What follows belongs to an exercise in optimizing a design on an open flow for small area, a short achievable clock period and few clock cycles; a production flow would make more cautious choices.
Only simulation tests tie the RTL to the original design; equivalence was not proved.
Power is estimated from default activity; no workload was simulated.

[flow/flow/run.sh]
#!/bin/bash
set -euo pipefail
bash standard.sh SETUP_SLACK_MARGIN=6.5 "BUFFER_PORTS_ARGS=-buffer_cell sky130_fd_sc_hd__buf_1" finish > standard_make.log 2>&1
[flow/config.mk]
export PLATFORM = sky130hd
export DESIGN_NAME = usb_audio_unpack_volume
export DESIGN_NICKNAME = usb_audio_unpack_volume
export VERILOG_FILES = /design/flow/design.v
export SDC_FILE = /design/flow/constraint.sdc
export NUM_CORES = 4
export LEC_CHECK = 0
export CAP_MARGIN = 20
export CORE_MARGIN = 2
export CORE_UTILIZATION = 40
export SETUP_SLACK_MARGIN = 5
export SLEW_MARGIN = 20
[flow/constraint.sdc]
create_clock -name core_clock -period 10.0 [get_ports {clk}]
set_input_delay 2.0000 -clock core_clock [delete_from_list [all_inputs] [get_ports {clk}]]
set_output_delay 2.0000 -clock core_clock [all_outputs]
set_load 0.01 [all_outputs]
[flow/standard.sh]
#!/bin/bash
# synth_recipe.tcl (not shown) runs the flow's synth.tcl, then flattens the netlist and writes it again
# the make line also repeats each setting of config.mk as NAME=value (left out here)
make -C /OpenROAD-flow-scripts/flow DESIGN_CONFIG=/design/flow/config.mk WORK_HOME=/design/flow/orfs CLKGATE_MAP_FILE= SYNTH_SCRIPT=/design/flow/synth_recipe.tcl "${@:-finish}"
[flow/design.v]
`timescale 1ns / 1ps
`default_nettype none
package uavol_pkg;
  localparam int VOLUME_STEPS = 101;
  localparam int GAIN_IDX_W   = $clog2(VOLUME_STEPS);
  localparam int GAIN_W       = 30;
  localparam int GAIN_SHIFT   = 29;
  localparam logic [1:0] CFG_RESOLUTION   = 2'd0;
  localparam logic [1:0] CFG_LEFT_VOLUME  = 2'd1;
  localparam logic [1:0] CFG_RIGHT_VOLUME = 2'd2;
  localparam logic [1:0] RES_16   = 2'd0;
  localparam logic [1:0] RES_24   = 2'd1;
  localparam logic [1:0] RES_32   = 2'd2;
  localparam logic [1:0] RES_NONE = 2'd3;
  typedef logic [GAIN_W-1:0] gain_t;
  function automatic gain_t gain_table(input logic [GAIN_IDX_W-1:0] idx);
    gain_t g;
    case (idx)
      7'd0: g = 30'h20000000;
      7'd1: g = 30'h1c8520af;
      7'd2: g = 30'h196b230b;
      7'd3: g = 30'h16a77dea;
      7'd4: g = 30'h1430cd74;
      7'd5: g = 30'h11feb33c;
      7'd6: g = 30'h1009b9cf;
      7'd7: g = 30'h0e4b3b63;
      7'd8: g = 30'h0cbd4b3f;
      7'd9: g = 30'h0b5aa19b;
      7'd10: g = 30'h0a1e89b1;
      7'd11: g = 30'h0904d1bd;
      7'd12: g = 30'h0809bcc3;
      7'd13: g = 30'h0729f5d9;
      7'd14: g = 30'h066284d5;
      7'd15: g = 30'h05b0c438;
      7'd16: g = 30'h05125831;
      7'd17: g = 30'h04852697;
      7'd18: g = 30'h04074fcb;
      7'd19: g = 30'h03972853;
      7'd20: g = 30'h03333333;
      7'd21: g = 30'h02da1cde;
      7'd22: g = 30'h028ab6b4;
      7'd23: g = 30'h0243f2fd;
      7'd24: g = 30'h0204e158;
      7'd25: g = 30'h01ccab86;
      7'd26: g = 30'h019a9294;
      7'd27: g = 30'h016dec56;
      7'd28: g = 30'h0146211f;
      7'd29: g = 30'h0122a9c2;
      7'd30: g = 30'h01030dc4;
      7'd31: g = 30'h00e6e1c6;
      7'd32: g = 30'h00cdc613;
      7'd33: g = 30'h00b76562;
      7'd34: g = 30'h00a373ae;
      7'd35: g = 30'h0091ad38;
      7'd36: g = 30'h0081d59e;
      7'd37: g = 30'h0073b70f;
      7'd38: g = 30'h00672194;
      7'd39: g = 30'h005bea6e;
      7'd40: g = 30'h0051eb85;
      7'd41: g = 30'h004902e3;
      7'd42: g = 30'h00411245;
      7'd43: g = 30'h0039feb2;
      7'd44: g = 30'h0033b022;
      7'd45: g = 30'h002e1127;
      7'd46: g = 30'h00290ea8;
      7'd47: g = 30'h002497a2;
      7'd48: g = 30'h00209ce9;
      7'd49: g = 30'h001d10f9;
      7'd50: g = 30'h0019e7c6;
      7'd51: g = 30'h00171693;
      7'd52: g = 30'h001493ce;
      7'd53: g = 30'h001256f0;
      7'd54: g = 30'h0010585e;
      7'd55: g = 30'h000e9152;
      7'd56: g = 30'h000cfbc3;
      7'd57: g = 30'h000b924e;
      7'd58: g = 30'h000a5028;
      7'd59: g = 30'h0009310b;
      7'd60: g = 30'h00083126;
      7'd61: g = 30'h00074d16;
      7'd62: g = 30'h000681d3;
      7'd63: g = 30'h0005ccab;
      7'd64: g = 30'h00052b36;
      7'd65: g = 30'h00049b50;
      7'd66: g = 30'h00041b10;
      7'd67: g = 30'h0003a8c3;
      7'd68: g = 30'h000342e4;
      7'd69: g = 30'h0002e818;
      7'd70: g = 30'h0002972d;
      7'd71: g = 30'h00024f0e;
      7'd72: g = 30'h00020ec7;
      7'd73: g = 30'h0001d57e;
      7'd74: g = 30'h0001a26f;
      7'd75: g = 30'h000174ee;
      7'd76: g = 30'h00014c60;
      7'd77: g = 30'h0001283b;
      7'd78: g = 30'h00010804;
      7'd79: g = 30'h0000eb4d;
      7'd80: g = 30'h0000d1b7;
      7'd81: g = 30'h0000bae8;
      7'd82: g = 30'h0000a695;
      7'd83: g = 30'h00009477;
      7'd84: g = 30'h00008452;
      7'd85: g = 30'h000075ee;
      7'd86: g = 30'h0000691b;
      7'd87: g = 30'h00005dad;
      7'd88: g = 30'h0000537d;
      7'd89: g = 30'h00004a68;
      7'd90: g = 30'h00004251;
      7'd91: g = 30'h00003b1b;
      7'd92: g = 30'h000034ad;
      7'd93: g = 30'h00002ef3;
      7'd94: g = 30'h000029d7;
      7'd95: g = 30'h0000254b;
      7'd96: g = 30'h0000213c;
      7'd97: g = 30'h00001d9f;
      7'd98: g = 30'h00001a66;
      7'd99: g = 30'h00001787;
      7'd100: g = 30'h000014f8;
      default: g = 30'h000014f8;
    endcase
    gain_table = g;
  endfunction
  function automatic logic [GAIN_IDX_W-1:0] gain_index_hi(input logic [7:0] hi);
    case (hi)
      8'd0: gain_index_hi = 7'd0;
      8'd1: gain_index_hi = 7'd0;
      8'd2: gain_index_hi = 7'd0;
      8'd3: gain_index_hi = 7'd0;
      8'd4: gain_index_hi = 7'd0;
      8'd5: gain_index_hi = 7'd0;
      8'd6: gain_index_hi = 7'd0;
      8'd7: gain_index_hi = 7'd0;
      8'd8: gain_index_hi = 7'd0;
      8'd9: gain_index_hi = 7'd0;
      8'd10: gain_index_hi = 7'd0;
      8'd11: gain_index_hi = 7'd0;
      8'd12: gain_index_hi = 7'd0;
      8'd13: gain_index_hi = 7'd0;
      8'd14: gain_index_hi = 7'd0;
      8'd15: gain_index_hi = 7'd0;
      8'd16: gain_index_hi = 7'd0;
      8'd17: gain_index_hi = 7'd0;
      8'd18: gain_index_hi = 7'd0;
      8'd19: gain_index_hi = 7'd0;
      8'd20: gain_index_hi = 7'd0;
      8'd21: gain_index_hi = 7'd0;
      8'd22: gain_index_hi = 7'd0;
      8'd23: gain_index_hi = 7'd0;
      8'd24: gain_index_hi = 7'd0;
      8'd25: gain_index_hi = 7'd0;
      8'd26: gain_index_hi = 7'd0;
      8'd27: gain_index_hi = 7'd0;
      8'd28: gain_index_hi = 7'd0;
      8'd29: gain_index_hi = 7'd0;
      8'd30: gain_index_hi = 7'd0;
      8'd31: gain_index_hi = 7'd0;
      8'd32: gain_index_hi = 7'd0;
      8'd33: gain_index_hi = 7'd0;
      8'd34: gain_index_hi = 7'd0;
      8'd35: gain_index_hi = 7'd0;
      8'd36: gain_index_hi = 7'd0;
      8'd37: gain_index_hi = 7'd0;
      8'd38: gain_index_hi = 7'd0;
      8'd39: gain_index_hi = 7'd0;
      8'd40: gain_index_hi = 7'd0;
      8'd41: gain_index_hi = 7'd0;
      8'd42: gain_index_hi = 7'd0;
      8'd43: gain_index_hi = 7'd0;
      8'd44: gain_index_hi = 7'd0;
      8'd45: gain_index_hi = 7'd0;
      8'd46: gain_index_hi = 7'd0;
      8'd47: gain_index_hi = 7'd0;
      8'd48: gain_index_hi = 7'd0;
      8'd49: gain_index_hi = 7'd0;
      8'd50: gain_index_hi = 7'd0;
      8'd51: gain_index_hi = 7'd0;
      8'd52: gain_index_hi = 7'd0;
      8'd53: gain_index_hi = 7'd0;
      8'd54: gain_index_hi = 7'd0;
      8'd55: gain_index_hi = 7'd0;
      8'd56: gain_index_hi = 7'd0;
      8'd57: gain_index_hi = 7'd0;
      8'd58: gain_index_hi = 7'd0;
      8'd59: gain_index_hi = 7'd0;
      8'd60: gain_index_hi = 7'd0;
      8'd61: gain_index_hi = 7'd0;
      8'd62: gain_index_hi = 7'd0;
      8'd63: gain_index_hi = 7'd0;
      8'd64: gain_index_hi = 7'd0;
      8'd65: gain_index_hi = 7'd0;
      8'd66: gain_index_hi = 7'd0;
      8'd67: gain_index_hi = 7'd0;
      8'd68: gain_index_hi = 7'd0;
      8'd69: gain_index_hi = 7'd0;
      8'd70: gain_index_hi = 7'd0;
      8'd71: gain_index_hi = 7'd0;
      8'd72: gain_index_hi = 7'd0;
      8'd73: gain_index_hi = 7'd0;
      8'd74: gain_index_hi = 7'd0;
      8'd75: gain_index_hi = 7'd0;
      8'd76: gain_index_hi = 7'd0;
      8'd77: gain_index_hi = 7'd0;
      8'd78: gain_index_hi = 7'd0;
      8'd79: gain_index_hi = 7'd0;
      8'd80: gain_index_hi = 7'd0;
      8'd81: gain_index_hi = 7'd0;
      8'd82: gain_index_hi = 7'd0;
      8'd83: gain_index_hi = 7'd0;
      8'd84: gain_index_hi = 7'd0;
      8'd85: gain_index_hi = 7'd0;
      8'd86: gain_index_hi = 7'd0;
      8'd87: gain_index_hi = 7'd0;
      8'd88: gain_index_hi = 7'd0;
      8'd89: gain_index_hi = 7'd0;
      8'd90: gain_index_hi = 7'd0;
      8'd91: gain_index_hi = 7'd0;
      8'd92: gain_index_hi = 7'd0;
      8'd93: gain_index_hi = 7'd0;
      8'd94: gain_index_hi = 7'd0;
      8'd95: gain_index_hi = 7'd0;
      8'd96: gain_index_hi = 7'd0;
      8'd97: gain_index_hi = 7'd0;
      8'd98: gain_index_hi = 7'd0;
      8'd99: gain_index_hi = 7'd0;
      8'd100: gain_index_hi = 7'd0;
      8'd101: gain_index_hi = 7'd0;
      8'd102: gain_index_hi = 7'd0;
      8'd103: gain_index_hi = 7'd0;
      8'd104: gain_index_hi = 7'd0;
      8'd105: gain_index_hi = 7'd0;
      8'd106: gain_index_hi = 7'd0;
      8'd107: gain_index_hi = 7'd0;
      8'd108: gain_index_hi = 7'd0;
      8'd109: gain_index_hi = 7'd0;
      8'd110: gain_index_hi = 7'd0;
      8'd111: gain_index_hi = 7'd0;
      8'd112: gain_index_hi = 7'd0;
      8'd113: gain_index_hi = 7'd0;
      8'd114: gain_index_hi = 7'd0;
      8'd115: gain_index_hi = 7'd0;
      8'd116: gain_index_hi = 7'd0;
      8'd117: gain_index_hi = 7'd0;
      8'd118: gain_index_hi = 7'd0;
      8'd119: gain_index_hi = 7'd0;
      8'd120: gain_index_hi = 7'd0;
      8'd121: gain_index_hi = 7'd0;
      8'd122: gain_index_hi = 7'd0;
      8'd123: gain_index_hi = 7'd0;
      8'd124: gain_index_hi = 7'd0;
      8'd125: gain_index_hi = 7'd0;
      8'd126: gain_index_hi = 7'd0;
      8'd127: gain_index_hi = 7'd0;
      8'd128: gain_index_hi = 7'd100;
      8'd129: gain_index_hi = 7'd100;
      8'd130: gain_index_hi = 7'd100;
      8'd131: gain_index_hi = 7'd100;
      8'd132: gain_index_hi = 7'd100;
      8'd133: gain_index_hi = 7'd100;
      8'd134: gain_index_hi = 7'd100;
      8'd135: gain_index_hi = 7'd100;
      8'd136: gain_index_hi = 7'd100;
      8'd137: gain_index_hi = 7'd100;
      8'd138: gain_index_hi = 7'd100;
      8'd139: gain_index_hi = 7'd100;
      8'd140: gain_index_hi = 7'd100;
      8'd141: gain_index_hi = 7'd100;
      8'd142: gain_index_hi = 7'd100;
      8'd143: gain_index_hi = 7'd100;
      8'd144: gain_index_hi = 7'd100;
      8'd145: gain_index_hi = 7'd100;
      8'd146: gain_index_hi = 7'd100;
      8'd147: gain_index_hi = 7'd100;
      8'd148: gain_index_hi = 7'd100;
      8'd149: gain_index_hi = 7'd100;
      8'd150: gain_index_hi = 7'd100;
      8'd151: gain_index_hi = 7'd100;
      8'd152: gain_index_hi = 7'd100;
      8'd153: gain_index_hi = 7'd100;
      8'd154: gain_index_hi = 7'd100;
      8'd155: gain_index_hi = 7'd100;
      8'd156: gain_index_hi = 7'd99;
      8'd157: gain_index_hi = 7'd98;
      8'd158: gain_index_hi = 7'd97;
      8'd159: gain_index_hi = 7'd96;
      8'd160: gain_index_hi = 7'd95;
      8'd161: gain_index_hi = 7'd94;
      8'd162: gain_index_hi = 7'd93;
      8'd163: gain_index_hi = 7'd92;
      8'd164: gain_index_hi = 7'd91;
      8'd165: gain_index_hi = 7'd90;
      8'd166: gain_index_hi = 7'd89;
      8'd167: gain_index_hi = 7'd88;
      8'd168: gain_index_hi = 7'd87;
      8'd169: gain_index_hi = 7'd86;
      8'd170: gain_index_hi = 7'd85;
      8'd171: gain_index_hi = 7'd84;
      8'd172: gain_index_hi = 7'd83;
      8'd173: gain_index_hi = 7'd82;
      8'd174: gain_index_hi = 7'd81;
      8'd175: gain_index_hi = 7'd80;
      8'd176: gain_index_hi = 7'd79;
      8'd177: gain_index_hi = 7'd78;
      8'd178: gain_index_hi = 7'd77;
      8'd179: gain_index_hi = 7'd76;
      8'd180: gain_index_hi = 7'd75;
      8'd181: gain_index_hi = 7'd74;
      8'd182: gain_index_hi = 7'd73;
      8'd183: gain_index_hi = 7'd72;
      8'd184: gain_index_hi = 7'd71;
      8'd185: gain_index_hi = 7'd70;
      8'd186: gain_index_hi = 7'd69;
      8'd187: gain_index_hi = 7'd68;
      8'd188: gain_index_hi = 7'd67;
      8'd189: gain_index_hi = 7'd66;
      8'd190: gain_index_hi = 7'd65;
      8'd191: gain_index_hi = 7'd64;
      8'd192: gain_index_hi = 7'd63;
      8'd193: gain_index_hi = 7'd62;
      8'd194: gain_index_hi = 7'd61;
      8'd195: gain_index_hi = 7'd60;
      8'd196: gain_index_hi = 7'd59;
      8'd197: gain_index_hi = 7'd58;
      8'd198: gain_index_hi = 7'd57;
      8'd199: gain_index_hi = 7'd56;
      8'd200: gain_index_hi = 7'd55;
      8'd201: gain_index_hi = 7'd54;
      8'd202: gain_index_hi = 7'd53;
      8'd203: gain_index_hi = 7'd52;
      8'd204: gain_index_hi = 7'd51;
      8'd205: gain_index_hi = 7'd50;
      8'd206: gain_index_hi = 7'd49;
      8'd207: gain_index_hi = 7'd48;
      8'd208: gain_index_hi = 7'd47;
      8'd209: gain_index_hi = 7'd46;
      8'd210: gain_index_hi = 7'd45;
      8'd211: gain_index_hi = 7'd44;
      8'd212: gain_index_hi = 7'd43;
      8'd213: gain_index_hi = 7'd42;
      8'd214: gain_index_hi = 7'd41;
      8'd215: gain_index_hi = 7'd40;
      8'd216: gain_index_hi = 7'd39;
      8'd217: gain_index_hi = 7'd38;
      8'd218: gain_index_hi = 7'd37;
      8'd219: gain_index_hi = 7'd36;
      8'd220: gain_index_hi = 7'd35;
      8'd221: gain_index_hi = 7'd34;
      8'd222: gain_index_hi = 7'd33;
      8'd223: gain_index_hi = 7'd32;
      8'd224: gain_index_hi = 7'd31;
      8'd225: gain_index_hi = 7'd30;
      8'd226: gain_index_hi = 7'd29;
      8'd227: gain_index_hi = 7'd28;
      8'd228: gain_index_hi = 7'd27;
      8'd229: gain_index_hi = 7'd26;
      8'd230: gain_index_hi = 7'd25;
      8'd231: gain_index_hi = 7'd24;
      8'd232: gain_index_hi = 7'd23;
      8'd233: gain_index_hi = 7'd22;
      8'd234: gain_index_hi = 7'd21;
      8'd235: gain_index_hi = 7'd20;
      8'd236: gain_index_hi = 7'd19;
      8'd237: gain_index_hi = 7'd18;
      8'd238: gain_index_hi = 7'd17;
      8'd239: gain_index_hi = 7'd16;
      8'd240: gain_index_hi = 7'd15;
      8'd241: gain_index_hi = 7'd14;
      8'd242: gain_index_hi = 7'd13;
      8'd243: gain_index_hi = 7'd12;
      8'd244: gain_index_hi = 7'd11;
      8'd245: gain_index_hi = 7'd10;
      8'd246: gain_index_hi = 7'd9;
      8'd247: gain_index_hi = 7'd8;
      8'd248: gain_index_hi = 7'd7;
      8'd249: gain_index_hi = 7'd6;
      8'd250: gain_index_hi = 7'd5;
      8'd251: gain_index_hi = 7'd4;
      8'd252: gain_index_hi = 7'd3;
      8'd253: gain_index_hi = 7'd2;
      8'd254: gain_index_hi = 7'd1;
      8'd255: gain_index_hi = 7'd0;
      default: gain_index_hi = 7'd0;
    endcase
  endfunction
  function automatic logic [GAIN_IDX_W-1:0] gain_index_hi_z(input logic [7:0] hi);
    case (hi)
      8'd0: gain_index_hi_z = 7'd0;
      8'd1: gain_index_hi_z = 7'd0;
      8'd2: gain_index_hi_z = 7'd0;
      8'd3: gain_index_hi_z = 7'd0;
      8'd4: gain_index_hi_z = 7'd0;
      8'd5: gain_index_hi_z = 7'd0;
      8'd6: gain_index_hi_z = 7'd0;
      8'd7: gain_index_hi_z = 7'd0;
      8'd8: gain_index_hi_z = 7'd0;
      8'd9: gain_index_hi_z = 7'd0;
      8'd10: gain_index_hi_z = 7'd0;
      8'd11: gain_index_hi_z = 7'd0;
      8'd12: gain_index_hi_z = 7'd0;
      8'd13: gain_index_hi_z = 7'd0;
      8'd14: gain_index_hi_z = 7'd0;
      8'd15: gain_index_hi_z = 7'd0;
      8'd16: gain_index_hi_z = 7'd0;
      8'd17: gain_index_hi_z = 7'd0;
      8'd18: gain_index_hi_z = 7'd0;
      8'd19: gain_index_hi_z = 7'd0;
      8'd20: gain_index_hi_z = 7'd0;
      8'd21: gain_index_hi_z = 7'd0;
      8'd22: gain_index_hi_z = 7'd0;
      8'd23: gain_index_hi_z = 7'd0;
      8'd24: gain_index_hi_z = 7'd0;
      8'd25: gain_index_hi_z = 7'd0;
      8'd26: gain_index_hi_z = 7'd0;
      8'd27: gain_index_hi_z = 7'd0;
      8'd28: gain_index_hi_z = 7'd0;
      8'd29: gain_index_hi_z = 7'd0;
      8'd30: gain_index_hi_z = 7'd0;
      8'd31: gain_index_hi_z = 7'd0;
      8'd32: gain_index_hi_z = 7'd0;
      8'd33: gain_index_hi_z = 7'd0;
      8'd34: gain_index_hi_z = 7'd0;
      8'd35: gain_index_hi_z = 7'd0;
      8'd36: gain_index_hi_z = 7'd0;
      8'd37: gain_index_hi_z = 7'd0;
      8'd38: gain_index_hi_z = 7'd0;
      8'd39: gain_index_hi_z = 7'd0;
      8'd40: gain_index_hi_z = 7'd0;
      8'd41: gain_index_hi_z = 7'd0;
      8'd42: gain_index_hi_z = 7'd0;
      8'd43: gain_index_hi_z = 7'd0;
      8'd44: gain_index_hi_z = 7'd0;
      8'd45: gain_index_hi_z = 7'd0;
      8'd46: gain_index_hi_z = 7'd0;
      8'd47: gain_index_hi_z = 7'd0;
      8'd48: gain_index_hi_z = 7'd0;
      8'd49: gain_index_hi_z = 7'd0;
      8'd50: gain_index_hi_z = 7'd0;
      8'd51: gain_index_hi_z = 7'd0;
      8'd52: gain_index_hi_z = 7'd0;
      8'd53: gain_index_hi_z = 7'd0;
      8'd54: gain_index_hi_z = 7'd0;
      8'd55: gain_index_hi_z = 7'd0;
      8'd56: gain_index_hi_z = 7'd0;
      8'd57: gain_index_hi_z = 7'd0;
      8'd58: gain_index_hi_z = 7'd0;
      8'd59: gain_index_hi_z = 7'd0;
      8'd60: gain_index_hi_z = 7'd0;
      8'd61: gain_index_hi_z = 7'd0;
      8'd62: gain_index_hi_z = 7'd0;
      8'd63: gain_index_hi_z = 7'd0;
      8'd64: gain_index_hi_z = 7'd0;
      8'd65: gain_index_hi_z = 7'd0;
      8'd66: gain_index_hi_z = 7'd0;
      8'd67: gain_index_hi_z = 7'd0;
      8'd68: gain_index_hi_z = 7'd0;
      8'd69: gain_index_hi_z = 7'd0;
      8'd70: gain_index_hi_z = 7'd0;
      8'd71: gain_index_hi_z = 7'd0;
      8'd72: gain_index_hi_z = 7'd0;
      8'd73: gain_index_hi_z = 7'd0;
      8'd74: gain_index_hi_z = 7'd0;
      8'd75: gain_index_hi_z = 7'd0;
      8'd76: gain_index_hi_z = 7'd0;
      8'd77: gain_index_hi_z = 7'd0;
      8'd78: gain_index_hi_z = 7'd0;
      8'd79: gain_index_hi_z = 7'd0;
      8'd80: gain_index_hi_z = 7'd0;
      8'd81: gain_index_hi_z = 7'd0;
      8'd82: gain_index_hi_z = 7'd0;
      8'd83: gain_index_hi_z = 7'd0;
      8'd84: gain_index_hi_z = 7'd0;
      8'd85: gain_index_hi_z = 7'd0;
      8'd86: gain_index_hi_z = 7'd0;
      8'd87: gain_index_hi_z = 7'd0;
      8'd88: gain_index_hi_z = 7'd0;
      8'd89: gain_index_hi_z = 7'd0;
      8'd90: gain_index_hi_z = 7'd0;
      8'd91: gain_index_hi_z = 7'd0;
      8'd92: gain_index_hi_z = 7'd0;
      8'd93: gain_index_hi_z = 7'd0;
      8'd94: gain_index_hi_z = 7'd0;
      8'd95: gain_index_hi_z = 7'd0;
      8'd96: gain_index_hi_z = 7'd0;
      8'd97: gain_index_hi_z = 7'd0;
      8'd98: gain_index_hi_z = 7'd0;
      8'd99: gain_index_hi_z = 7'd0;
      8'd100: gain_index_hi_z = 7'd0;
      8'd101: gain_index_hi_z = 7'd0;
      8'd102: gain_index_hi_z = 7'd0;
      8'd103: gain_index_hi_z = 7'd0;
      8'd104: gain_index_hi_z = 7'd0;
      8'd105: gain_index_hi_z = 7'd0;
      8'd106: gain_index_hi_z = 7'd0;
      8'd107: gain_index_hi_z = 7'd0;
      8'd108: gain_index_hi_z = 7'd0;
      8'd109: gain_index_hi_z = 7'd0;
      8'd110: gain_index_hi_z = 7'd0;
      8'd111: gain_index_hi_z = 7'd0;
      8'd112: gain_index_hi_z = 7'd0;
      8'd113: gain_index_hi_z = 7'd0;
      8'd114: gain_index_hi_z = 7'd0;
      8'd115: gain_index_hi_z = 7'd0;
      8'd116: gain_index_hi_z = 7'd0;
      8'd117: gain_index_hi_z = 7'd0;
      8'd118: gain_index_hi_z = 7'd0;
      8'd119: gain_index_hi_z = 7'd0;
      8'd120: gain_index_hi_z = 7'd0;
      8'd121: gain_index_hi_z = 7'd0;
      8'd122: gain_index_hi_z = 7'd0;
      8'd123: gain_index_hi_z = 7'd0;
      8'd124: gain_index_hi_z = 7'd0;
      8'd125: gain_index_hi_z = 7'd0;
      8'd126: gain_index_hi_z = 7'd0;
      8'd127: gain_index_hi_z = 7'd0;
      8'd128: gain_index_hi_z = 7'd100;
      8'd129: gain_index_hi_z = 7'd100;
      8'd130: gain_index_hi_z = 7'd100;
      8'd131: gain_index_hi_z = 7'd100;
      8'd132: gain_index_hi_z = 7'd100;
      8'd133: gain_index_hi_z = 7'd100;
      8'd134: gain_index_hi_z = 7'd100;
      8'd135: gain_index_hi_z = 7'd100;
      8'd136: gain_index_hi_z = 7'd100;
      8'd137: gain_index_hi_z = 7'd100;
      8'd138: gain_index_hi_z = 7'd100;
      8'd139: gain_index_hi_z = 7'd100;
      8'd140: gain_index_hi_z = 7'd100;
      8'd141: gain_index_hi_z = 7'd100;
      8'd142: gain_index_hi_z = 7'd100;
      8'd143: gain_index_hi_z = 7'd100;
      8'd144: gain_index_hi_z = 7'd100;
      8'd145: gain_index_hi_z = 7'd100;
      8'd146: gain_index_hi_z = 7'd100;
      8'd147: gain_index_hi_z = 7'd100;
      8'd148: gain_index_hi_z = 7'd100;
      8'd149: gain_index_hi_z = 7'd100;
      8'd150: gain_index_hi_z = 7'd100;
      8'd151: gain_index_hi_z = 7'd100;
      8'd152: gain_index_hi_z = 7'd100;
      8'd153: gain_index_hi_z = 7'd100;
      8'd154: gain_index_hi_z = 7'd100;
      8'd155: gain_index_hi_z = 7'd100;
      8'd156: gain_index_hi_z = 7'd100;
      8'd157: gain_index_hi_z = 7'd99;
      8'd158: gain_index_hi_z = 7'd98;
      8'd159: gain_index_hi_z = 7'd97;
      8'd160: gain_index_hi_z = 7'd96;
      8'd161: gain_index_hi_z = 7'd95;
      8'd162: gain_index_hi_z = 7'd94;
      8'd163: gain_index_hi_z = 7'd93;
      8'd164: gain_index_hi_z = 7'd92;
      8'd165: gain_index_hi_z = 7'd91;
      8'd166: gain_index_hi_z = 7'd90;
      8'd167: gain_index_hi_z = 7'd89;
      8'd168: gain_index_hi_z = 7'd88;
      8'd169: gain_index_hi_z = 7'd87;
      8'd170: gain_index_hi_z = 7'd86;
      8'd171: gain_index_hi_z = 7'd85;
      8'd172: gain_index_hi_z = 7'd84;
      8'd173: gain_index_hi_z = 7'd83;
      8'd174: gain_index_hi_z = 7'd82;
      8'd175: gain_index_hi_z = 7'd81;
      8'd176: gain_index_hi_z = 7'd80;
      8'd177: gain_index_hi_z = 7'd79;
      8'd178: gain_index_hi_z = 7'd78;
      8'd179: gain_index_hi_z = 7'd77;
      8'd180: gain_index_hi_z = 7'd76;
      8'd181: gain_index_hi_z = 7'd75;
      8'd182: gain_index_hi_z = 7'd74;
      8'd183: gain_index_hi_z = 7'd73;
      8'd184: gain_index_hi_z = 7'd72;
      8'd185: gain_index_hi_z = 7'd71;
      8'd186: gain_index_hi_z = 7'd70;
      8'd187: gain_index_hi_z = 7'd69;
      8'd188: gain_index_hi_z = 7'd68;
      8'd189: gain_index_hi_z = 7'd67;
      8'd190: gain_index_hi_z = 7'd66;
      8'd191: gain_index_hi_z = 7'd65;
      8'd192: gain_index_hi_z = 7'd64;
      8'd193: gain_index_hi_z = 7'd63;
      8'd194: gain_index_hi_z = 7'd62;
      8'd195: gain_index_hi_z = 7'd61;
      8'd196: gain_index_hi_z = 7'd60;
      8'd197: gain_index_hi_z = 7'd59;
      8'd198: gain_index_hi_z = 7'd58;
      8'd199: gain_index_hi_z = 7'd57;
      8'd200: gain_index_hi_z = 7'd56;
      8'd201: gain_index_hi_z = 7'd55;
      8'd202: gain_index_hi_z = 7'd54;
      8'd203: gain_index_hi_z = 7'd53;
      8'd204: gain_index_hi_z = 7'd52;
      8'd205: gain_index_hi_z = 7'd51;
      8'd206: gain_index_hi_z = 7'd50;
      8'd207: gain_index_hi_z = 7'd49;
      8'd208: gain_index_hi_z = 7'd48;
      8'd209: gain_index_hi_z = 7'd47;
      8'd210: gain_index_hi_z = 7'd46;
      8'd211: gain_index_hi_z = 7'd45;
      8'd212: gain_index_hi_z = 7'd44;
      8'd213: gain_index_hi_z = 7'd43;
      8'd214: gain_index_hi_z = 7'd42;
      8'd215: gain_index_hi_z = 7'd41;
      8'd216: gain_index_hi_z = 7'd40;
      8'd217: gain_index_hi_z = 7'd39;
      8'd218: gain_index_hi_z = 7'd38;
      8'd219: gain_index_hi_z = 7'd37;
      8'd220: gain_index_hi_z = 7'd36;
      8'd221: gain_index_hi_z = 7'd35;
      8'd222: gain_index_hi_z = 7'd34;
      8'd223: gain_index_hi_z = 7'd33;
      8'd224: gain_index_hi_z = 7'd32;
      8'd225: gain_index_hi_z = 7'd31;
      8'd226: gain_index_hi_z = 7'd30;
      8'd227: gain_index_hi_z = 7'd29;
      8'd228: gain_index_hi_z = 7'd28;
      8'd229: gain_index_hi_z = 7'd27;
      8'd230: gain_index_hi_z = 7'd26;
      8'd231: gain_index_hi_z = 7'd25;
      8'd232: gain_index_hi_z = 7'd24;
      8'd233: gain_index_hi_z = 7'd23;
      8'd234: gain_index_hi_z = 7'd22;
      8'd235: gain_index_hi_z = 7'd21;
      8'd236: gain_index_hi_z = 7'd20;
      8'd237: gain_index_hi_z = 7'd19;
      8'd238: gain_index_hi_z = 7'd18;
      8'd239: gain_index_hi_z = 7'd17;
      8'd240: gain_index_hi_z = 7'd16;
      8'd241: gain_index_hi_z = 7'd15;
      8'd242: gain_index_hi_z = 7'd14;
      8'd243: gain_index_hi_z = 7'd13;
      8'd244: gain_index_hi_z = 7'd12;
      8'd245: gain_index_hi_z = 7'd11;
      8'd246: gain_index_hi_z = 7'd10;
      8'd247: gain_index_hi_z = 7'd9;
      8'd248: gain_index_hi_z = 7'd8;
      8'd249: gain_index_hi_z = 7'd7;
      8'd250: gain_index_hi_z = 7'd6;
      8'd251: gain_index_hi_z = 7'd5;
      8'd252: gain_index_hi_z = 7'd4;
      8'd253: gain_index_hi_z = 7'd3;
      8'd254: gain_index_hi_z = 7'd2;
      8'd255: gain_index_hi_z = 7'd1;
      default: gain_index_hi_z = 7'd0;
    endcase
  endfunction
  function automatic logic [GAIN_IDX_W-1:0] gain_index(input logic [15:0] vol);
    gain_index = (vol[7:0] == 8'd0) ? gain_index_hi_z(vol[15:8]) : gain_index_hi(vol[15:8]);
  endfunction
endpackage
`default_nettype wire
`timescale 1ns / 1ps
`default_nettype none
module uavol_unpack (
  input  wire logic                 clk,
  input  wire logic                 rst_n,
  input  wire logic                 in_valid,
  input  wire logic                 in_stall,
  input  wire logic [7:0]           in_data_byte,
  input  wire logic                 in_last_byte,
  input  wire logic                 cfg_wr_en,
  input  wire logic [1:0]           cfg_index,
  input  wire logic [15:0]          cfg_data,
  output logic                      emit,         
  output logic                      emit_here,    
  output logic                      e_acc,
  output logic                      l_acc,
  output logic                      e_no,
  output logic                      l_no,
  output logic [31:0]               frm_left,
  output logic [31:0]               frm_right,
  output logic                      frm_last,
  output logic [1:0]                frm_res_l,    
  output logic [1:0]                frm_res_r,
  output logic [6:0]                idx_l,        
  output logic [6:0]                idx_r
);
  logic [1:0]  res_r, res_nxt;
  logic [6:0]  idx_l_r, idx_r_r;
  logic [6:0]  cfg_idx;
  logic [2:0]  byte_pos_r, byte_pos_nxt;
  logic [23:0] partial_r, partial_nxt;
  logic [31:0] held_left_r, held_left_nxt;
  logic [1:0]  held_res_r, held_res_nxt;
  logic        accept;
  logic        unsupported;
  logic [1:0]  k;
  logic        second;
  logic        sample_done;
  logic [2:0]  pos_inc;
  logic [31:0] w_join;
  logic [31:0] w_sample;
  function automatic logic [6:0] pos_decode(input logic [1:0] res, input logic [2:0] p);
    case ({res, p})
      5'd0 : pos_decode = {2'd0, 1'b0, 1'b0, 3'd1};
      5'd1 : pos_decode = {2'd1, 1'b0, 1'b1, 3'd2};
      5'd2 : pos_decode = {2'd0, 1'b1, 1'b0, 3'd3};
      5'd3 : pos_decode = {2'd1, 1'b1, 1'b1, 3'd0};
      5'd4 : pos_decode = {2'd0, 1'b0, 1'b0, 3'd1};
      5'd5 : pos_decode = {2'd0, 1'b0, 1'b0, 3'd1};
      5'd6 : pos_decode = {2'd0, 1'b0, 1'b0, 3'd1};
      5'd7 : pos_decode = {2'd0, 1'b0, 1'b0, 3'd1};
      5'd8 : pos_decode = {2'd0, 1'b0, 1'b0, 3'd1};
      5'd9 : pos_decode = {2'd1, 1'b0, 1'b0, 3'd2};
      5'd10: pos_decode = {2'd2, 1'b0, 1'b1, 3'd3};
      5'd11: pos_decode = {2'd0, 1'b1, 1'b0, 3'd4};
      5'd12: pos_decode = {2'd1, 1'b1, 1'b0, 3'd5};
      5'd13: pos_decode = {2'd2, 1'b1, 1'b1, 3'd0};
      5'd14: pos_decode = {2'd0, 1'b0, 1'b0, 3'd1};
      5'd15: pos_decode = {2'd0, 1'b0, 1'b0, 3'd1};
      5'd16: pos_decode = {2'd0, 1'b0, 1'b0, 3'd1};
      5'd17: pos_decode = {2'd1, 1'b0, 1'b0, 3'd2};
      5'd18: pos_decode = {2'd2, 1'b0, 1'b0, 3'd3};
      5'd19: pos_decode = {2'd3, 1'b0, 1'b1, 3'd4};
      5'd20: pos_decode = {2'd0, 1'b1, 1'b0, 3'd5};
      5'd21: pos_decode = {2'd1, 1'b1, 1'b0, 3'd6};
      5'd22: pos_decode = {2'd2, 1'b1, 1'b0, 3'd7};
      5'd23: pos_decode = {2'd3, 1'b1, 1'b1, 3'd0};
      default: pos_decode = {2'd0, 1'b0, 1'b0, 3'd0};   
    endcase
  endfunction
  assign accept = in_valid && !in_stall;
  always_comb begin
    res_nxt = res_r;
    if (cfg_wr_en && cfg_index == uavol_pkg::CFG_RESOLUTION) res_nxt = cfg_data[1:0];
  end
  assign cfg_idx = uavol_pkg::gain_index(cfg_data);
  always_ff @(posedge clk) begin
    if (!rst_n) begin
      res_r   <= uavol_pkg::RES_16;
      idx_l_r <= '0;
      idx_r_r <= '0;
    end else begin
      res_r <= res_nxt;
      if (cfg_wr_en && cfg_index == uavol_pkg::CFG_LEFT_VOLUME)  idx_l_r <= cfg_idx;
      if (cfg_wr_en && cfg_index == uavol_pkg::CFG_RIGHT_VOLUME) idx_r_r <= cfg_idx;
    end
  end
  always_comb begin
    unsupported = (res_r == uavol_pkg::RES_NONE);
    {k, second, sample_done, pos_inc} = pos_decode(res_r, byte_pos_r);
    w_join      = {8'd0, partial_r} | ({24'd0, in_data_byte} << {k, 3'd0});
    w_sample    = w_join;
    emit_here   = !unsupported && sample_done && second;
    emit        = accept && emit_here;
  end
  always_comb begin
    byte_pos_nxt  = byte_pos_r;
    partial_nxt   = partial_r;
    held_left_nxt = held_left_r;
    held_res_nxt  = held_res_r;
    if (accept) begin
      byte_pos_nxt = pos_inc;
      if (unsupported || sample_done || in_last_byte) begin
        partial_nxt = '0;
      end else if (k == 2'd0) begin
        partial_nxt = {16'd0, in_data_byte};
      end else begin
        partial_nxt = partial_r | ({16'd0, in_data_byte} << {k, 3'd0});
      end
      if (!unsupported && sample_done && !second) begin
        held_left_nxt = w_sample;
        held_res_nxt  = res_r;
      end
      if (in_last_byte) begin
        byte_pos_nxt = 3'd0;
      end
    end
  end
  always_ff @(posedge clk) begin
    if (!rst_n) begin
      byte_pos_r  <= '0;
      partial_r   <= '0;
      held_left_r <= '0;
      held_res_r  <= '0;
    end else begin
      byte_pos_r  <= byte_pos_nxt;
      partial_r   <= partial_nxt;
      held_left_r <= held_left_nxt;
      held_res_r  <= held_res_nxt;
    end
  end
  function automatic logic ends_frame(input logic [1:0] res, input logic [2:0] p);
    ends_frame = res != uavol_pkg::RES_NONE && p == {res, 1'b1} + 3'd2;
  endfunction
  function automatic logic ends_left(input logic [1:0] res, input logic [2:0] p);
    ends_left = res != uavol_pkg::RES_NONE && p == {1'b0, res} + 3'd1;
  endfunction
  logic res_wr;
  always_comb begin
    res_wr = cfg_wr_en && cfg_index == uavol_pkg::CFG_RESOLUTION;
    e_acc  = !in_last_byte && (res_wr ? pos_inc[0] && pos_inc[2:1] != 2'd0
                                      : ends_frame(res_r, pos_inc));
    l_acc  = !in_last_byte && (res_wr ? pos_inc[2] == 1'b0 && pos_inc[1:0] != 2'd0
                                      : ends_left(res_r, pos_inc));
    e_no   = res_wr ? byte_pos_r[0] && byte_pos_r[2:1] != 2'd0  : ends_frame(res_r, byte_pos_r);
    l_no   = res_wr ? byte_pos_r[2] == 1'b0 && byte_pos_r[1:0] != 2'd0 : ends_left(res_r, byte_pos_r);
  end
  assign frm_res_l  = held_res_r;
  assign frm_res_r  = res_r;
  assign frm_left   = held_left_r;
  assign frm_right  = w_sample;
  assign frm_last   = in_last_byte;
  assign idx_l      = idx_l_r;
  assign idx_r      = idx_r_r;
endmodule
`default_nettype wire
`timescale 1ns / 1ps
`default_nettype none
module uavol_scale (
  input  wire logic               clk,
  input  wire logic               rst_n,
  input  wire logic               load,
  input  wire logic [31:0]        frm_left,
  input  wire logic [31:0]        frm_right,
  input  wire logic               frm_last,
  input  wire logic [1:0]         frm_res_l,
  input  wire logic [1:0]         frm_res_r,
  input  wire logic [6:0]         idx_l,
  input  wire logic [6:0]         idx_r,
  output logic                    free_ahead,
  output logic                    held_free_ahead,
  output logic                    out_valid,
  input  wire logic               out_stall,
  output logic signed [31:0]      out_left_sample,
  output logic signed [31:0]      out_right_sample,
  output logic                    out_last_frame
);
  logic                  full_r, full_nxt;
  logic                  first_r;               
  logic [2:0]            rem_l_r;               
  logic [2:0]            rem_r_r;
  logic [1:0]            pos_l_r;               
  logic [8:0]            top_l_r;               
  logic [31:0]           buf_r_r;
  logic [6:0]            idx_r_r;               
  uavol_pkg::gain_t      gain_r;                
  logic [11:0]           dig_r;                 
  logic                  last_r;
  logic                  out_valid_r, out_valid_nxt;
  logic [31:0]           out_left_r;
  logic                  out_last_r;
  logic                  hold;
  logic                  step;
  logic                  step_l, step_r;
  logic                  switch;
  logic                  done;
  uavol_pkg::gain_t      rom_gain;
  logic [8:0]            left_window;
  function automatic logic [2:0] booth(input logic [2:0] b);
    booth = {b[2], (b[2] & ~b[1] & ~b[0]) | (~b[2] & b[1] & b[0]), b[1] ^ b[0]};
  endfunction
  function automatic logic [11:0] booth4(input logic [8:0] w);
    booth4 = {booth(w[8:6]), booth(w[6:4]), booth(w[4:2]), booth(w[2:0])};
  endfunction
  function automatic logic [31:0] urow(input logic [2:0] d, input uavol_pkg::gain_t g);
    logic [30:0] m;
    m    = ({31{d[0]}} & {1'b0, g}) | ({31{d[1]}} & {g, 1'b0});
    urow = {~d[2], m ^ {31{d[2]}}};
  endfunction
  function automatic logic [79:0] mac(input logic [39:0] s, input logic [39:0] c,
                                      input logic n3, input logic first,
                                      input logic [11:0] d, input uavol_pkg::gain_t g);
    logic [39:0] sh, ch, u0, u1, u2, u3, s1a, c1a, s1b, c1b, s2, c2, so, co;
    logic [9:0]  low;
    logic [1:0]  c8;
    low = {2'b0, s[7:0]} + {2'b0, c[7:0]} + {3'b0, n3, 6'b0};
    c8  = first ? 2'b0 : low[9:8];
    sh  = first ? 40'h0080000000 : {8'b0, s[39:8]};
    ch  = first ? 40'h0 : {8'b0, c[39:8]};
    u0  = {8'b01010101, urow(d[2:0], g)};
    u1  = {6'b0, urow(d[5:3], g), c8[1], d[2]};
    u2  = {4'b0, urow(d[8:6], g), 1'b0, d[5], 2'b0};
    u3  = {2'b0, urow(d[11:9], g), 1'b0, d[8], 4'b0};
    s1a = u0 ^ u1 ^ u2;
    c1a = {(u0[38:0] & u1[38:0] | u0[38:0] & u2[38:0] | u1[38:0] & u2[38:0]), c8[0]};
    s1b = u3 ^ sh ^ ch;
    c1b = {(u3[38:0] & sh[38:0] | u3[38:0] & ch[38:0] | sh[38:0] & ch[38:0]), 1'b0};
    s2  = s1a ^ c1a ^ s1b;
    c2  = {(s1a[38:0] & c1a[38:0] | s1a[38:0] & s1b[38:0] | c1a[38:0] & s1b[38:0]), 1'b0};
    so  = s2 ^ c2 ^ c1b;
    co  = {(s2[38:0] & c2[38:0] | s2[38:0] & c1b[38:0] | c2[38:0] & c1b[38:0]), 1'b0};
    mac = {so, co};
  endfunction
  logic [39:0] sum_r, car_r;        
  logic        n3_r;
  logic        pend_l_r, pend_r_r;   
  logic [31:0] out_right_r;
  logic [36:0] result;
  assign result = sum_r[36:0] + car_r[36:0] + {30'd0, n3_r, 6'd0};
  logic last_pos;     
  logic boundary;     
  logic freeze;       
  logic pend_last_r;  
  logic        b_occ_r;
  logic [31:0] b_right_r;
  logic [8:0]  b_byte0_r, b_top_r;
  logic [6:0]  b_idx_l_r, b_idx_r_r;
  logic        b_last_r;
  logic [1:0]  b_res_l_r, b_res_r_r;
  logic        cur_free;     
  logic        cur_load;     
  logic        b_write;      
  logic [31:0] src_right;
  logic [8:0]  src_byte0, src_top;
  logic [6:0]  src_idx_r;
  logic        src_last;
  logic [1:0]  src_res_l, src_res_r;
  logic [8:0]  new_top;
  assign last_pos = rem_l_r == 3'd0 && rem_r_r == 3'd1;
  assign boundary = !full_r || last_pos;
  assign hold     = out_valid_r && out_stall;
  assign freeze   = hold && (pend_l_r || pend_r_r);
  assign step     = full_r && !freeze;
  assign step_l   = step && rem_l_r != 3'd0;
  assign step_r   = step && rem_l_r == 3'd0;
  assign switch   = step_l && rem_l_r == 3'd1;
  assign done     = step && last_pos;
  assign cur_free = !full_r || done;
  assign cur_load = cur_free && (b_occ_r || load);
  assign b_write  = load && (b_occ_r || !cur_free);
  always_comb begin
    case (frm_res_l)
      2'd0:    new_top = frm_left[15:7];
      2'd1:    new_top = frm_left[23:15];
      default: new_top = frm_left[31:23];
    endcase
    src_right = b_occ_r ? b_right_r : frm_right;
    src_byte0 = b_occ_r ? b_byte0_r : {frm_left[7:0], 1'b0};
    src_top   = b_occ_r ? b_top_r   : new_top;
    src_idx_r = b_occ_r ? b_idx_r_r : idx_r;
    src_last  = b_occ_r ? b_last_r  : frm_last;
    src_res_l = b_occ_r ? b_res_l_r : frm_res_l;
    src_res_r = b_occ_r ? b_res_r_r : frm_res_r;
  end
  always_comb begin
    full_nxt      = cur_load || (full_r && !done);
    out_valid_nxt = pend_r_r || hold;
  end
  always_comb begin
    logic       full_a, b_a, pl_a, pr_a, sure;
    logic [2:0] rl_a, rr_a;
    if (cur_free && b_occ_r) begin
      full_a = 1'b1;
      b_a    = 1'b0;
      rl_a   = {1'b0, b_res_l_r} + 3'd2;
      rr_a   = {1'b0, b_res_r_r} + 3'd2;
    end else begin
      full_a = full_r && !done;
      b_a    = b_occ_r;
      rl_a   = step_l ? rem_l_r - 3'd1 : rem_l_r;
      rr_a   = step_r ? rem_r_r - 3'd1 : rem_r_r;
    end
    pl_a   = freeze ? pend_l_r : switch;
    pr_a   = freeze ? pend_r_r : done;
    sure   = !((pl_a || pr_a) && out_valid_nxt);
    free_ahead      = !b_a || (full_a && rl_a == 3'd0 && rr_a == 3'd1 && sure);
    held_free_ahead = (!full_a || rl_a <= 3'd2 || (rl_a == 3'd3 && sure)) &&
                      !(b_a && b_res_l_r != 2'd0);
  end
  always_comb begin
    left_window = pos_l_r[1] ? frm_left[23:15] : frm_left[15:7];
  end
  assign rom_gain = uavol_pkg::gain_table((full_r && rem_l_r == 3'd1) ? idx_r_r :
                                          (b_occ_r ? b_idx_l_r : idx_l));
  always_ff @(posedge clk) begin
    if (!rst_n) begin
      full_r      <= 1'b0;
      out_valid_r <= 1'b0;
      pend_l_r    <= 1'b0;
      pend_r_r    <= 1'b0;
      b_occ_r     <= 1'b0;
    end else begin
      if (b_write)                 b_occ_r <= 1'b1;
      else if (cur_free && b_occ_r) b_occ_r <= 1'b0;
      full_r      <= full_nxt;
      out_valid_r <= out_valid_nxt;
      if (!freeze) begin
        pend_l_r <= switch;
        pend_r_r <= done;
      end
    end
  end
  always_ff @(posedge clk) begin
    if (cur_load || step_l) rem_l_r <= boundary ? {1'b0, src_res_l} + 3'd2 : rem_l_r - 3'd1;
    if (cur_load || step_r) rem_r_r <= boundary ? {1'b0, src_res_r} + 3'd2 : rem_r_r - 3'd1;
    if (cur_load || step_l) pos_l_r <= boundary ? 2'd1 : pos_l_r + 2'd1;
    if (cur_load || step_r) buf_r_r <= boundary ? src_right : {8'd0, buf_r_r[31:8]};
    if (cur_load) begin
      idx_r_r <= src_idx_r;
      last_r  <= src_last;
      top_l_r <= src_top;
    end
    if (b_write) begin
      b_right_r <= frm_right;
      b_byte0_r <= {frm_left[7:0], 1'b0};
      b_top_r   <= new_top;
      b_idx_l_r <= idx_l;
      b_idx_r_r <= idx_r;
      b_last_r  <= frm_last;
      b_res_l_r <= frm_res_l;
      b_res_r_r <= frm_res_r;
    end
    if (!full_r || !freeze && (rem_l_r == 3'd1 || last_pos)) gain_r <= rom_gain;
    if (cur_load || step) begin
      if (boundary)              dig_r <= booth4(src_byte0);
      else if (rem_l_r == 3'd1)  dig_r <= booth4({buf_r_r[7:0], 1'b0});
      else if (rem_l_r == 3'd2)  dig_r <= booth4(top_l_r);
      else if (rem_l_r != 3'd0)  dig_r <= booth4(left_window);
      else                       dig_r <= booth4(buf_r_r[15:7]);
      first_r <= boundary || rem_l_r == 3'd1;
    end
    if (step) begin
      {sum_r, car_r} <= mac(sum_r, car_r, n3_r, first_r, dig_r, gain_r);
      n3_r           <= dig_r[11];
    end
    if (pend_l_r && !hold) out_left_r  <= result[36:5];
    if (pend_r_r && !hold) begin
      out_right_r <= result[36:5];
      out_last_r  <= pend_last_r;
    end
    if (done) pend_last_r <= last_r;
  end
  assign out_valid        = out_valid_r;
  assign out_left_sample  = out_left_r;
  assign out_right_sample = out_right_r;
  assign out_last_frame   = out_last_r;
endmodule
`default_nettype wire
`timescale 1ns / 1ps
`default_nettype none
module usb_audio_unpack_volume (
  input  wire logic               clk,
  input  wire logic               rst_n,
  input  wire logic               in_valid,
  output logic                    in_stall,
  input  wire logic [7:0]         in_data_byte,
  input  wire logic               in_last_byte,
  output logic                    out_valid,
  input  wire logic               out_stall,
  output logic signed [31:0]      out_left_sample,
  output logic signed [31:0]      out_right_sample,
  output logic                    out_last_frame,
  input  wire logic               cfg_wr_en,
  input  wire logic [1:0]         cfg_index,
  input  wire logic [15:0]        cfg_data
);
  logic             in_stall_r;
  logic             emit;
  logic             emit_here;
  logic             e_acc, l_acc, e_no, l_no;
  logic             free_ahead;
  logic             held_free_ahead;
  logic             accept;
  logic [31:0]      frm_left;
  logic [31:0]      frm_right;
  logic             frm_last;
  logic [1:0]       frm_res_l;
  logic [1:0]       frm_res_r;
  logic [6:0]       idx_l;
  logic [6:0]       idx_r;
  always_ff @(posedge clk) begin
    if (!rst_n) begin
      in_stall_r <= 1'b0;
    end else begin
      if (accept) in_stall_r <= !emit_here && (e_acc && !free_ahead || l_acc && !held_free_ahead);
      else        in_stall_r <= e_no && !free_ahead || l_no && !held_free_ahead;
    end
  end
  assign in_stall = in_stall_r;
  assign accept   = in_valid && !in_stall_r;
  uavol_unpack u_unpack (
    .clk          (clk),
    .rst_n        (rst_n),
    .in_valid     (in_valid),
    .in_stall     (in_stall_r),
    .in_data_byte (in_data_byte),
    .in_last_byte (in_last_byte),
    .cfg_wr_en    (cfg_wr_en),
    .cfg_index    (cfg_index),
    .cfg_data     (cfg_data),
    .emit         (emit),
    .emit_here    (emit_here),
    .e_acc        (e_acc),
    .l_acc        (l_acc),
    .e_no         (e_no),
    .l_no         (l_no),
    .frm_left     (frm_left),
    .frm_right    (frm_right),
    .frm_last     (frm_last),
    .frm_res_l    (frm_res_l),
    .frm_res_r    (frm_res_r),
    .idx_l        (idx_l),
    .idx_r        (idx_r)
  );
  uavol_scale u_scale (
    .clk              (clk),
    .rst_n            (rst_n),
    .load             (emit),
    .frm_left         (frm_left),
    .frm_right        (frm_right),
    .frm_last         (frm_last),
    .frm_res_l        (frm_res_l),
    .frm_res_r        (frm_res_r),
    .idx_l            (idx_l),
    .idx_r            (idx_r),
    .free_ahead       (free_ahead),
    .held_free_ahead  (held_free_ahead),
    .out_valid        (out_valid),
    .out_stall        (out_stall),
    .out_left_sample  (out_left_sample),
    .out_right_sample (out_right_sample),
    .out_last_frame   (out_last_frame)
  );
endmodule
`default_nettype wire
==> impl_results.md, run 1 <==
* Die area at 70100 um^2
* Max Cap Viol at 0
* Fraction of registers with async set/reset at 0%
* PwrDens at 134 nW/um^2
* Skew final at 0.0582 ns
* Routed len/inst at 21.5 um
* Final Max Slew Viols at 0
* Tcrit/Tclk final at 34.6%
* CTS root buf: clkbuf_16
* Antenna cell count at 0
* GRT overflow at 0
* Routed Antenna Nets at 0
* CP peak stage delay at 0.46 ns
* Commonest non-fill, non-tap cell in the layout: edfxtp_1
* Final hold viol count at 0
* Setup tns final at 0 ns
* Nets at 3068
* EDFF count, synth at 308
* H-tree lvl count at 2
* Boundary pin count at 99
* First-pass GRT wire length at 123 mm
* Post-route insts no fill at 3704
* Initial antenna violation count at 2
* Sequential area share after synthesis at 40.1%
* Layout cell share with drive strength beyond 1 at 8.30%
* Distinct cells, synth at 76
* Reg2Reg Depth at 12
* Worst Setup SP: u_scale.rem_l_r[1]
* CTS buffer count at 47
* Overall routed net length at 79.6 mm
* Worst R2R End: u_scale.gain_r[11]
* Worst-Margin Slew at 1.12 ns
* Static Leakage at 11.3 nW
* RSZ-0062 raised after global routing: true
* Num rows at 95
* Crit-path slowest cell: nor2_1
* Synth Warn # at 3
* Mapped cell area at 27200 um^2
* Drt pass-1 iters at 5
* Crit. End Element: flop
* Via density at 5.74
* Crit path to: u_scale.gain_r[11]
* Worst-Skew Late Latency at 0.64 ns
* Worst EP arrival at 3.81 ns
* Vias at 21200
* Hold slack at 0.424 ns
* Crit-path cells: inv_2 -> ha_4 -> nand3b_4 -> mux2i_4 -> buf_4 -> ha_1 -> nor2_1 -> a311oi_2 -> a21o_1 -> a221o_1 -> a211o_1 -> o211a_1
* Gate count after technology mapping at 2798
* Placed Cells at 3584
* GP Congestion at 0.926
* Longest Clk Path Bufs at 3
* TritonCTS Sinks at 391
* #FFs+latches synth at 391
* Class of the worst hold path: reg2reg
* Main synth FF type: edfxtp_1
* Number of buffers added on ports at 98
* CP Max Fanout at 9
* DRT iter0 DRCs at 2041
* Worst reg-to-reg setup slack at 6.54 ns
* Fill cells at 6436
* Reg clk slew, reported paths at 0.06 ns
* Die Height at 265 um
* Area Overhead vs Synth at 10.7%
* Pin count of the biggest net entering global routing at 77
* Peak VDD IR at 109 uV
* DPL Wire Length at 54.9 mm
* Vias in the first global route at 21200
* Avg Inst Size Synth at 9.72 um^2
* Hold_buf cts at 0
* Syn Nets at 3069
* Nature of the critical path startpoint: flop
* Worst reg2reg path startpoint: u_scale.rem_l_r[1]
* Residual DRC count at 0
* GRT Total Usage at 22.3%
* TritonCTS clock tree: yes
* Commonest cells after routing, fill and taps aside: edfxtp_1 (308), nand2_1 (276), nor2_1 (233), a21oi_1 (218), inv_1 (180)
* Core ar. at 67300 um^2
* Run status: finished clean
* Highest clock rate at 289 MHz
* Initial core utilization at 40.4%
* Req. time, crit path at 10.35 ns
* Worst slew margin at 25.5%
* Worst setup path category: reg2reg
* Tmin final at 3.46 ns
* Final Setup Violations at 0
* Die Wd at 265 um
registers in the layout, indices dropped and copies added (netlist names), 12 cells and up:
register,count
u_scale.out_left_r,32
u_unpack.partial_r,24
u_scale.car_r,37
u_scale.buf_r_r,32
u_unpack.held_left_r,32
u_scale.gain_r,30
u_scale.b_right_r,32
u_scale.sum_r,36
u_scale.out_right_r,32
u_scale.dig_r,12
where the power goes:
| group | switching [mW] | total, mW | internal, mW |
|---|---|---|---|
| sequential | 0.0418 | 1.84 | 1.80 |
| combinational | 0.333 | 0.556 | 0.223 |
| clock | 0.728 | 1.63 | 0.903 |
timing repair:
item	in CTS	in global routing
cloned	2	0
pin swaps	1	4
buffers inserted	18	17
setup endpoints to repair	107	165
gates resized for setup	26	31
worst max-delay path, delay by kind of cell (launching register included):
family	cells	cell delay (ns)
multiplexers	1	0.29
AO/OA/AOI/OAI	5	1.08
adder cells (fa/ha/maj)	2	0.40
buffers and inverters	2	0.32
AND/OR/NAND/NOR	2	0.64
flip-flops	1	0.44
kinds of logic (layout without fill, tap and decap cells):
family	after synthesis	count (layout)	share of synthesized area (%)
AOI/OAI and AO/OA	741	741	17.4
and+or+nand+nor	725	725	11.9
buffers and inverters	405	436	5.91
DFF	391	391	40.1
adders and majority gates	239	239	14.3
xor gates and xnor gates	195	195	6.28
muxes	102	104	4.06
metrics by stage:
| step | worst slack [ns] | power, mW | util [%] | area (um^2) |
|---|---|---|---|---|
| after global routing | 6.39 | 4.22 | 44.7 | 30100 |
| final | 6.54 | 4.03 | 44.7 | 30100 |
| after global placement | 5.77 | 2.42 | 41.7 | 28100 |
| after floorplan | 6.19 | 2.25 | - | 27200 |
| after detailed placement | 5.70 | 2.43 | 41.7 | 28100 |
| after CTS | 6.51 | 4.08 | 44.4 | 29800 |
Yosys cell counts, drive strengths merged, types with 9 or more instances:
cell    number  share of area (%)
a21oi      220                4.0
xor2        36                1.2
o221ai      13               0.42
edfxtp     308                 34
a211oi      34               0.94
o22ai       18               0.41
mux2i       75                2.9
nand3       27               0.50
a22oi      119                3.3
fa         121                8.9
nor3        50               0.92
o21ai      138                2.6
buf         67                1.2
inv        187                2.6
nand3b       9               0.29
nor3b       17               0.47
ha         118                5.4
nor2       237                3.3
a21o        30               0.83
o211ai      41                1.1
xnor2      159                5.1
o21a        14               0.39
o311ai      10               0.32
nor2b       28               0.64
and3        17               0.39
clkbuf     151                2.2
a221oi      10               0.32
dfxtp       83                6.1
a31oi       29               0.67
nand2      282                3.9
nand2b      17               0.39
mux2        27                1.2
area by class of cell:
type                       instances  area, um^2  share of cell area, %
inverter                         187         719                   2.39
multi-input combinational       2004       14900                   49.6
clock buffer                      59        1260                   4.19
timing repair buffer             166         976                   3.24
tap                              873        1090                   3.63
clock inverter                    24         208                  0.690
sequential                       391       10900                   36.3
layer usage:
layer / track usage [%] / share of wire [%]
met1: 28.9 / 42
met2: 38.4 / 48
met3: 3.43 / 6.2
met4: 6.95 / 3.2
met5: 0 / 0.016
worst min-delay path by stage:
| stage | to | slack, ns | cells past startpoint | start |
|---|---|---|---|---|
| floorplan | u_scale.out_last_r | 0.40 | 0 | u_scale.pend_last_r |
| detailed placement | u_scale.pend_last_r | 0.41 | 0 | u_scale.last_r |
| finish | u_scale.pend_last_r | 0.42 | 0 | u_scale.last_r |
| global route | u_scale.pend_last_r | 0.44 | 0 | u_scale.last_r |
| CTS | u_scale.pend_last_r | 0.42 | 0 | u_scale.last_r |
| global placement | u_scale.pend_last_r | 0.41 | 0 | u_scale.last_r |
Testbench counts, summed over its fixed seeds: cycles 19,044.
==> run 2: changes to the inputs <==
--- a/flow/config.mk
+++ b/flow/config.mk
@@ -9,4 +9,6 @@
 export CORE_MARGIN = 2
 export CORE_UTILIZATION = 40
+export CTS_BUF_LIST = sky130_fd_sc_hd__clkbuf_8
+export CTS_CLUSTER_SIZE = 30
 export SETUP_SLACK_MARGIN = 5
 export SLEW_MARGIN = 20
==> run 2 against run 1 <==
First-iteration DRC count decreased by 4.9%. Highest routed layer is now met4. Count of clock-buffer cells in the layout grew 18. Total power fell by 2.5%. Non-clock buffer count is 7 lower. Clock skew shrank 0.018 ns. Setup slack better by 0.046 ns. Sequential cell count did not move. Synthesized cell count is the same. Register-to-register slack better by 0.09 ns. Critical endpoint is now u_scale.top_l_r[0]. Worst hold slack lost 0.0019 ns.
==> impl_results.md, run 2 <==
* Largest family of logic cells by synthesized area: compound AO/OA/AOI/OAI gates (unchanged)
* PwrDens at 131 nW/um^2 (was 134 nW/um^2)
* Worst reg2reg path startpoint: u_scale.rem_l_r[1] (unchanged)
* Worst setup path category: in2reg (was reg2reg)
* Buf+Inv Stages, Crit Path at 3 (was 2)
* Setup tns final at 0 ns (unchanged)
* Placed Cells at 3584 (unchanged)
* Hold_buf cts at 0 (unchanged)
* CP Max Fanout at 34 (was 9)
* Worst EP arrival at 3.70 ns (was 3.81 ns)
* Post-synthesis xor/xnor area fraction at 6.28% (unchanged)
* Worst-Margin Slew at 1.13 ns (was 1.12 ns)
* GRT Total Usage at 22.5% (was 22.3%)
* Distinct cells, synth at 76 (unchanged)
* Layout cell share with drive strength beyond 1 at 9.04% (was 8.30%)
* Hold slack at 0.422 ns (was 0.424 ns)
* CTS buffer count at 74 (was 47)
* Final Setup Violations at 0 (unchanged)
* DPL Wire Length at 54.9 mm (unchanged)
* Max Cap Viol at 0 (unchanged)
* Highest clock rate at 293 MHz (was 289 MHz)
* Req. time, crit path at 10.28 ns (was 10.35 ns)
* Largest cells by area after synthesis: edfxtp_1 (34%), fa_1 (8.9%), dfxtp_1 (6.1%), ha_1 (5.4%), xnor2_1 (5.1%) (unchanged)
* Skew final at 0.0399 ns (was 0.0582 ns)
* Post-route insts no fill at 3750 (was 3704)
* Synth Warn # at 3 (unchanged)
* Nets at 3088 (was 3068)
* CTS root buf: clkbuf_8 (was clkbuf_16)
* Adder-cell share of the synthesized area at 14.3% (unchanged)
* Crit. End Element: flop (unchanged)
* Synth Area in Compound Gates at 17.4% (unchanged)
* H-tree lvl count at 3 (was 2)
* Final hold viol count at 0 (unchanged)
* Commonest cells after routing, fill and taps aside: edfxtp_1 (308), nand2_1 (275), nor2_1 (231), a21oi_1 (218), inv_1 (215) (was edfxtp_1 (308), nand2_1 (276), nor2_1 (233), a21oi_1 (218), inv_1 (180))
* Cell with the most instances after synthesis: edfxtp_1 (unchanged)
* Final worst slack at 6.59 ns (was 6.54 ns)
* Synth top cells by count: edfxtp_1 (308), nand2_1 (282), nor2_1 (235) (unchanged)
* DRT iter0 DRCs at 1942 (was 2041)
* TritonCTS Sinks at 391 (unchanged)
* Crit-path cells: buf_1 -> nand2b_1 -> buf_4 -> nor3_2 -> o21bai_1 -> inv_1 (was inv_2 -> ha_4 -> nand3b_4 -> mux2i_4 -> buf_4 -> ha_1 -> nor2_1 -> a311oi_2 -> a21o_1 -> a221o_1 -> a211o_1 -> o211a_1)
* Class of the worst hold path: reg2reg (unchanged)
* Final Max Slew Viols at 0 (unchanged)
* #FFs+latches synth at 391 (unchanged)
* Final core occ at 44.7% (about the same)
* Drt pass-1 iters at 8 (was 5)
* Longest Clk Path Bufs at 3 (unchanged)
* Power share of the clock group at 38.9% (was 40.5%)
* Worst-Skew Late Latency at 0.69 ns (was 0.64 ns)
* Vias in the first global route at 21500 (was 21200)
* Internal Power at 2.81 mW (was 2.93 mW)
* Routed Antenna Nets at 0 (unchanged)
* Die area at 70100 um^2 (unchanged)
* Run status: finished clean (unchanged)
* Antenna cell count at 0 (unchanged)
* GRT overflow at 0 (unchanged)
* Via density at 5.71 (was 5.74)
* Overall routed net length at 80.0 mm (was 79.6 mm)
* Post-Synth Simple-Gate Area at 11.9% (unchanged)
* Nature of the critical path startpoint: primary input (was flop)
* Reg clk slew, reported paths at 0.06 ns (about the same)
* Tmin final at 3.41 ns (was 3.46 ns)
* Pin count of the biggest net entering global routing at 77 (unchanged)
* Number of buffers added on ports at 98 (unchanged)
* Top-area cell type share of the netlist area at 34.0% (unchanged)
* Avg Inst Size Synth at 9.72 um^2 (unchanged)
* CP top delay family: buffers and inverters (was compound AO/OA/AOI/OAI gates)
* Routed len/inst at 21.3 um (was 21.5 um)
* Initial antenna violation count at 0 (was 2)
* Post-layout total power at 3.93 mW (was 4.03 mW)
* Die Height at 265 um (unchanged)
* Num rows at 95 (unchanged)
* Place WS at 5.70 ns (unchanged)
* Sequential area share after synthesis at 40.1% (unchanged)
* Net Switching at 1.12 mW (was 1.10 mW)
* Logic pwr share at 14.1% (was 13.8%)
* Gate count after technology mapping at 2798 (unchanged)
* GP Congestion at 0.926 (unchanged)
* Core ar. at 67300 um^2 (unchanged)
* Seq pwr share at 46.9% (was 45.7%)
* CP peak stage delay at 0.70 ns (was 0.46 ns)
* Mapped cell area at 27200 um^2 (unchanged)
* Worst hold path startpoint: u_scale.last_r (unchanged)
* EDFF count, synth at 308 (unchanged)
* Syn Nets at 3069 (unchanged)
* RSZ-0062 raised after global routing: true (unchanged)
* Tcrit/Tclk final at 34.1% (was 34.6%)
* Boundary pin count at 99 (unchanged)
* DP Area at 28100 um^2 (unchanged)
* Crit-path slowest cell: inv_1 (was nor2_1)
* Area Overhead vs Synth at 10.5% (was 10.7%)
* Area leader, netlist: edfxtp_1 (unchanged)
* Residual DRC count at 0 (unchanged)
* Main synth FF type: edfxtp_1 (unchanged)
* Max FFs per register at 37 (unchanged)
* Die Wd at 265 um (unchanged)
* Mux cell area share after synthesis at 4.06% (unchanged)
* Fraction of registers with async set/reset at 0% (unchanged)
* Sw Ratio at 28.5% (was 27.4%)
* Worst slew margin at 24.9% (was 25.5%)
* Commonest non-fill, non-tap cell in the layout: edfxtp_1 (unchanged)
* Static Leakage at 11.4 nW (was 11.3 nW)
* Worst Setup SP: in_valid (was u_scale.rem_l_r[1])
* Vias at 21400 (was 21200)
* Design area at 30000 um^2 (was 30100 um^2)
* Peak VDD IR at 83.9 uV (was 109 uV)
* First-pass GRT wire length at 124 mm (was 123 mm)
* Initial core utilization at 40.4% (unchanged)
* TritonCTS clock tree: yes (unchanged)
-- run 2: cell counts after synthesis --
Identical to the previous run, type by type.
-- run 2: routing by layer --
layer | wire length, um | share of wire, % | up-vias | GRT usage [%]
met2 | 38600 | 48 | 792 | 37.9
met5 | 0 | 0 | - | 0
met1 | 33800 | 42 | 10400 | 28.7
met4 | 2800 | 3.5 | 0 | 8.78
met3 | 4910 | 6.1 | 193 | 4.08
li1 | - | - | 9989 | -
-- run 2: worst reg2reg max path, cell delays in order, from the launching register on --
cell and delay (ns):
edfxtp_1 0.42, inv_1 0.19, ha_4 0.20, nand3b_4 0.18, mux2_4 0.43, buf_4 0.20, ha_4 0.25, nand2_1 0.13
a311oi_1 0.20, a21o_1 0.21, a221o_1 0.35, a211o_1 0.23, o211a_1 0.13
-- run 2: cells by family (layout without fill, tap and decap cells) --
logic type                 count (synthesis)  count (layout)
muxes                                    102             104
DFF                                      391             391
buffers and inverters                    405             482
adders and majority gates                239             239
AOI/OAI and AO/OA                        741             741
and+or+nand+nor                          725             725
xor gates and xnor gates                 195             195
-- run 2: cell type report --
| cell class | instances | area (um^2) |
|---|---|---|
| sequential | 391 | 10900 |
| tap | 873 | 1090 |
| clock buffer | 77 | 1060 |
| inverter | 187 | 717 |
| timing repair buffer | 159 | 936 |
| fill | 6469 | 37200 |
| multi-input combinational | 2004 | 15000 |
| clock inverter | 59 | 364 |
-- run 2: path summary, 6_finish.rpt --
check,to,slack [ns],depth (start not counted)
max,u_scale.top_l_r[0],6.59,6
min,u_scale.pend_last_r,0.42,0
max reg2reg,u_scale.gain_r[11],6.63,12
min reg2reg,u_scale.pend_last_r,0.42,0
-- run 2: what timing repair did --
action                                  CTS  global route
endpoints found under the setup margin   98            71
setup buffers                            17            11
cloned                                    2             0
gates resized for setup                  27            35
pin swaps                                 1             6
-- run 2: power groups by stage --
stage | Sequential, mW | Clock [mW] | Combinational, mW
after floorplan | 1.84 | 0 | 0.405
after global placement | 1.88 | 0 | 0.543
after detailed placement | 1.88 | 0 | 0.555
after CTS | 1.84 | 1.58 | 0.561
after global routing | 1.85 | 1.64 | 0.637
final | 1.84 | 1.53 | 0.556

-- afterwards: timing with drivers on the ports --
Ports are ideal in the flow. The routed layouts listed here were re-timed in OpenROAD. Step 1 sets driving cells, clkbuf_16 on the clock port and buf_2 on the other inputs (assumed; they add their load-dependent delay and slew). Step 2 adds t to the input delays and takes it off the output delays; t is the mean of the earliest and latest rising clock arrival at the registers after step 1. Input paths then give back, and output paths get back, about the clock's delay inside the block. Three values: ideal ports, drivers, drivers and shift; two values: the first two.
run	shift t [ns]	setup WS [ns]	worst data-port slew with drivers (ns)
run 1	0.673	6.543 / 6.543 / 5.910	0.08
run 2	0.729	6.588 / 6.622 / 5.893	0.08
After both steps every run listed still meets setup and hold. The setup slack of run 2, which loses most, moves by +0.034 ns with the drivers and by -0.695 ns with both steps.
